Source: an optimization exercise on an open RTL-to-GDS flow (aim: small area). Production flows keep margins and buffers that such runs may drop. Function was checked by simulation only, so behaviour that the tests miss may differ from the original. Power figures rest on the tool's default switching activity, not on a simulated workload.

== rev 12 ==
## conv_window_top
module conv_window_top
(
	input  logic                                          i_sclk,
	input  logic                                          i_arst_n,
	input  logic                                          i_vsync,
	input  logic                                          i_valid,
	input  logic [(3 * 8)-1:0]                             i_tdata,
	output logic                                          o_vsync,
	output logic                                          o_hsync,
	output logic                                          o_valid,
	output logic [3*3*(3 * 8)-1:0]     o_tdata
);
For scale: about 1100 cells after synthesis, ~830 flip-flops, ~250 I/O pins.
==> module conv_window_top, before the edit <==
module conv_window_top
(
	input  logic                                          i_sclk,
	input  logic                                          i_arst_n,
	input  logic                                          i_vsync,
	input  logic                                          i_valid,
	input  logic [(3 * 8)-1:0]                             i_tdata,
	output logic                                          o_vsync,
	output logic                                          o_hsync,
	output logic                                          o_valid,
	output logic [3*3*(3 * 8)-1:0]     o_tdata
);
	localparam int K       = 3;
	localparam int ROW_LEN = 16 - 1;                  
	localparam int CHAIN   = (K-1)*ROW_LEN + K;           
	localparam int NE      = K * K;
	localparam int CW      = $clog2(16);
	localparam int RW      = $clog2(12 + 1);
	logic [CW-1:0]          col;                          
	logic [RW-1:0]          row;                          
	logic                   first_pend;                   
	logic                   accept;
	logic                   win;                          
	logic [(3 * 8)-1:0]      pix_d;                        
	logic                   shift;                        
	logic [CHAIN*(3 * 8)-1:0] chain;                      
	assign accept = i_valid && !i_vsync;
	always_ff @(posedge i_sclk or negedge i_arst_n)
	begin
		if (!i_arst_n)
			row <= RW'(12);
		else if (i_vsync)
			row <= '0;
		else if (i_valid && (col == CW'(16 - 1)) && (row != RW'(12)))
			row <= row + 1'b1;
	end
	always_ff @(posedge i_sclk or negedge i_arst_n)
	begin
		if (!i_arst_n)
		begin
			col        <= '0;
			first_pend <= 1'b0;
		end
		else if (i_vsync)
		begin
			col        <= '0;
			first_pend <= 1'b1;
		end
		else
		begin
			if (i_valid)
				col <= col + 1'b1;                        
			if (win)
				first_pend <= 1'b0;
		end
	end
	always_ff @(posedge i_sclk)
	begin
		pix_d <= i_tdata;
		shift <= accept && (col != CW'(16 - 1));
	end
	assign win = shift && !row[0] && (row >= RW'(K-1)) && (row < RW'(12)) &&
		col[0] && (col >= CW'(K));
	always_ff @(posedge i_sclk or negedge i_arst_n)
	begin
		if (!i_arst_n)
		begin
			o_valid <= 1'b0;
			o_hsync <= 1'b0;
			o_vsync <= 1'b0;
		end
		else
		begin
			o_valid <= win;
			o_hsync <= win && (col == CW'(K));
			o_vsync <= win && first_pend;
		end
	end
	always_ff @(posedge i_sclk)
	begin
		if (shift)
		begin
			chain <= {chain[(CHAIN-1)*(3 * 8)-1:0], pix_d};
		end
	end
	always_comb
	begin
		for (int rr = 0; rr < K; rr++)
			for (int cc = 0; cc < K; cc++)
			begin
				o_tdata[2*NE*8 + (NE-1-(rr*K+cc))*8 +: 8] = chain[((K-1-rr)*ROW_LEN + (K-1-cc))*(3 * 8) + 2*8 +: 8];
				o_tdata[  NE*8 + (NE-1-(rr*K+cc))*8 +: 8] = chain[((K-1-rr)*ROW_LEN + (K-1-cc))*(3 * 8) + 8 +: 8];
				o_tdata[            (NE-1-(rr*K+cc))*8 +: 8] = chain[((K-1-rr)*ROW_LEN + (K-1-cc))*(3 * 8) + 0 +: 8];
			end
	end
endmodule
clock: 4.0 ns
lec_check: 0
cap_margin: 20
core_margin: 2
core_utilization: 80
slew_margin: 20
buffer_ports_args: -buffer_cell sky130_fd_sc_hd__buf_1
cts_args: -sink_clustering_enable -repair_clock_nets -dont_use_dummy_load -buf_list sky130_fd_sc_hd__clkbuf_8 -sink_clustering_size 18 -sink_clustering_max_diameter 60
standard.sh (not shown) runs the stock make flow with config.mk's settings and CLKGATE_MAP_FILE= SYNTH_SCRIPT=/design/flow/synth_recipe.tcl, a recipe that flattens the netlist after the stock synthesis.
==> flow/flow/run.sh <==
#!/bin/bash
# Standard ORFS layout with two changes:
#  - port buffers use the smallest buffer cell
#  - CTS: clkbuf_8 only, larger sink clusters, no dummy loads
set -euo pipefail
cat >> config.mk <<'CFG'
export BUFFER_PORTS_ARGS = -buffer_cell sky130_fd_sc_hd__buf_1
export CTS_ARGS = -sink_clustering_enable -repair_clock_nets -dont_use_dummy_load -buf_list sky130_fd_sc_hd__clkbuf_8 -sink_clustering_size 18 -sink_clustering_max_diameter 60
CFG
bash standard.sh > standard.log 2>&1
Input changes introduced in rev 13 (baseline for comparison: rev 12):
--- a/flow/design.v
+++ b/flow/design.v
@@ -37,20 +37,15 @@
 			row <= RW'(12);
 		else if (i_vsync)
 			row <= '0;
 		else if (i_valid && (col == CW'(16 - 1)) && (row != RW'(12)))
 			row <= row + 1'b1;
 	end
-	always_ff @(posedge i_sclk or negedge i_arst_n)
+	always_ff @(posedge i_sclk)
 	begin
-		if (!i_arst_n)
-		begin
-			col        <= '0;
-			first_pend <= 1'b0;
-		end
-		else if (i_vsync)
+		if (i_vsync)
 		begin
 			col        <= '0;
 			first_pend <= 1'b1;
 		end
 		else
 		begin
Notes after the runs:
Of rev 12 and rev 13, rev 13 shows the higher worst setup slack, with rev 12 below it. Rev 13: relative area change from synthesis to final layout is 0.30 points lower than what rev 12 reported. On power, rev 12 and rev 13 are basically level. Relative to rev 12, the via count of the routed design measured on rev 13 has decreased slightly. Taking rev 12 as the reference point, the count of nets after finishing of rev 13 falls by 8.

what the ideal ports hide:
In the flow no input, the clock included, has a driving cell. The finished layouts below were timed again as built, in two steps.
Step 1 assumes that a clkbuf_16 drives the clock port and a buf_2 every other input.
Step 2 times the ports against the registers' clock, not the clock port: input delays grow and output delays shrink by t, the midpoint of the rising clock arrivals with the driver on.
Three values: ideal ports, drivers, drivers and shift; two values: the first two.
run	t, ns	setup WS [ns]	worst setup path at the end	clock arrival spread, ns	worst data-port slew with drivers (ns)
rev 12	0.641	1.955 / 1.907 / 2.094	input to register	0.047 / 0.047	0.04
rev 13	0.602	1.992 / 1.950 / 2.055	register to register	0.068 / 0.068	0.03
After both steps every run listed still meets setup and hold.
